What follows belongs to an exercise in optimizing a design on an open flow for small area, a short achievable clock period and few clock cycles per item; a production flow would make more cautious choices. Only simulation tests tie the RTL to the original design; equivalence was not proved.

## sq8_dequant_vector_distance_top
module sq8_dequant_vector_distance_top #(
	parameter int VALUE_WIDTH   = 32,
	parameter int FRACTION_BITS = 16
) (
	input  logic         clk,
	input  logic         arst_n,
	input  logic         s_axis_tvalid,
	output logic         s_axis_tready,
	input  logic [103:0] s_axis_tdata,
	input  logic         s_axis_tlast,    
	output logic         m_axis_tvalid,
	input  logic         m_axis_tready,
	output logic [63:0]  m_axis_tdata,    
	output logic [1:0]   m_axis_tuser,    
	input  logic         cfg_valid,
	output logic         cfg_ready,
	input  logic         cfg_index,
	input  logic [2:0]   cfg_data
);
Size: roughly 14000 cells after synthesis, ~1100 flip-flops, about 180 I/O pins, roughly 110000 sq um of cells after synthesis.
Settings: LEC_CHECK=0, ABC_AREA=1, CAP_MARGIN=50, CORE_MARGIN=2, CORE_UTILIZATION=40, SLEW_MARGIN=70; clock period 13.0 ns.
standard.sh (not shown) runs the stock make flow with config.mk's settings and CLKGATE_MAP_FILE= SYNTH_SCRIPT=/design/flow/synth_recipe.tcl, a recipe that flattens the netlist after the stock synthesis.
==> flow/flow/run.sh <==
#!/bin/bash
set -euo pipefail
bash standard.sh SETUP_SLACK_MARGIN=8.5 finish > standard.log 2>&1
Testbench counts at the start, summed over its fixed seeds: cycles 14,371, vectors 384.
Rerun with:
==> flow/run.sh (new file) <==
#!/bin/bash
# synth_recipe.tcl (not shown) runs the flow's synth.tcl, then flattens the netlist and writes it again
# the make line also repeats each setting of config.mk as NAME=value (left out here)
make -C /OpenROAD-flow-scripts/flow DESIGN_CONFIG=/design/flow/config.mk WORK_HOME=/design/flow/orfs CLKGATE_MAP_FILE= SYNTH_SCRIPT=/design/flow/synth_recipe.tcl finish
removed: flow/flow/run.sh
removed: flow/standard.sh
What happened: Clock skew goes down by 7.5 ps. Setup slack got worse by 790 ps. First-iteration DRC count goes up by 7.0%. Global-route usage goes down by 1.2 points. Via count goes down by 1.0%. Clock-buffer cell count goes down by 7. Flip-flop and latch count does not change.

---

sq8_dequant_vector_distance_top, a different RTL version from the one above (not shown whole).
Size: about 14000 cells after synthesis, ~1100 flip-flops, ~180 I/O pins, ~100000 um2 of cells after synthesis.
==> flow/config.mk <==
export PLATFORM = sky130hd
export DESIGN_NAME = sq8_dequant_vector_distance_top
export DESIGN_NICKNAME = sq8_dequant_vector_distance_top
export VERILOG_FILES = /design/flow/design.v
export SDC_FILE = /design/flow/constraint.sdc
export NUM_CORES = 8
export LEC_CHECK = 0
export ABC_AREA = 1
export CAP_MARGIN = 50
export CORE_MARGIN = 2
export CORE_UTILIZATION = 40
export SLEW_MARGIN = 70
==> flow/constraint.sdc <==
create_clock -name core_clock -period 13.0 [get_ports {clk}]
set_input_delay 2.6000 -clock core_clock [delete_from_list [all_inputs] [get_ports {clk}]]
set_output_delay 2.6000 -clock core_clock [all_outputs]
set_load 0.01 [all_outputs]
run.sh (not shown) runs the stock make flow with config.mk's settings and CLKGATE_MAP_FILE= SYNTH_SCRIPT=/design/flow/synth_recipe.tcl, a recipe that flattens the netlist after the stock synthesis.
Stock flow here: none of the scripts above is used.
The starting point produced a clean layout.
Testbench counts at the start, summed over its fixed seeds: cycles 15,484, vectors 384.
Next try:
==> flow/flow/run.sh (new file) <==
#!/bin/bash
set -euo pipefail
bash standard.sh SETUP_SLACK_MARGIN=8.5 finish > standard.log 2>&1
==> flow/standard.sh (new file) <==
#!/bin/bash
# synth_recipe.tcl (not shown) runs the flow's synth.tcl, then flattens the netlist and writes it again
# the make line also repeats each setting of config.mk as NAME=value (left out here)
make -C /OpenROAD-flow-scripts/flow DESIGN_CONFIG=/design/flow/config.mk WORK_HOME=/design/flow/orfs CLKGATE_MAP_FILE= SYNTH_SCRIPT=/design/flow/synth_recipe.tcl "${@:-finish}"
removed: flow/run.sh
What happened: The changed run completed with no timing, DRC or antenna violations; synthesized area is unchanged; via count increases by 2.3%.

---

Another version of the RTL of sq8_dequant_vector_distance_top (not shown whole).
For scale: about 14,000 cells after synthesis, ~1,100 flip-flops, about 180 I/O pins.
export LEC_CHECK = 0
export ABC_AREA = 1
export CAP_MARGIN = 40
export CORE_MARGIN = 2
export CORE_UTILIZATION = 40
export SLEW_MARGIN = 30
create_clock -name core_clock -period 13.0 [get_ports {clk}]
standard.sh (not shown) runs the stock make flow with config.mk's settings and CLKGATE_MAP_FILE= SYNTH_SCRIPT=/design/flow/synth_recipe.tcl, a recipe that flattens the netlist after the stock synthesis.
==> flow/flow/run.sh <==
#!/bin/bash
set -euo pipefail
bash standard.sh SETUP_SLACK_MARGIN=8.8 finish > standard.log 2>&1
The starting point finished with timing, DRC and antenna clean.
Testbench counts at the start, summed over its fixed seeds: cycles 14,371, vectors 384.
Next try:
CAP_MARGIN = 35   (was 40)
SLEW_MARGIN = 25   (was 30)
Non-clock buffer count shrinks by 92.
Cell count came out lower by 0.56%.
Count of clock-buffer cells in the layout came out lower by 10.
Wire length fell by 1.2%.
Setup slack improved by 21 ps.
Via count falls by 0.70%.

==> static timing again, ports no longer ideal <==
In the flow no input, the clock included, has a driving cell. The finished layouts below were timed again as built, in two steps. Step 1 (the two cells are an assumption about what drives the block):
set clk [get_ports {clk}]
set_driving_cell -lib_cell sky130_fd_sc_hd__clkbuf_16 $clk
set_driving_cell -lib_cell sky130_fd_sc_hd__buf_2 [delete_from_list [all_inputs] $clk]
Step 2, shift: input delay + t, output delay - t, t = (earliest + latest rising clock arrival at the registers) / 2. This alone moves slack from input paths to output paths. Three values: ideal ports, drivers, drivers and shift; two values: the first two.
run | shift t [ns] | slack for setup (ns) | worst hold slack (ns) | worst register clock-pin slew, ns
the first run of note 1 | 0.933 | 8.397 / 8.397 / 7.734 | 0.327 / 0.327 / 0.327 | 0.07 / 0.07
the second run of note 1 | 0.938 | 7.609 / 7.609 / 7.249 | 0.326 / 0.326 / 0.326 | 0.08 / 0.08
the first run of note 2 | 0.893 | 7.541 / 7.604 / 6.711 | 0.323 / 0.323 / 0.323 | 0.07 / 0.07
the second run of note 2 | 0.931 | 8.090 / 8.163 / 7.231 | 0.327 / 0.327 / 0.327 | 0.07 / 0.07
the first run of note 3 | 0.897 | 8.485 / 8.485 / 7.720 | 0.326 / 0.326 / 0.326 | 0.08 / 0.08
the second run of note 3 | 0.918 | 8.506 / 8.506 / 7.758 | 0.326 / 0.326 / 0.326 | 0.08 / 0.08
After both steps every run listed still meets setup and hold. The setup slack of the second run of note 2, which loses most, moves by +0.073 ns with the drivers and by -0.859 ns with both steps.
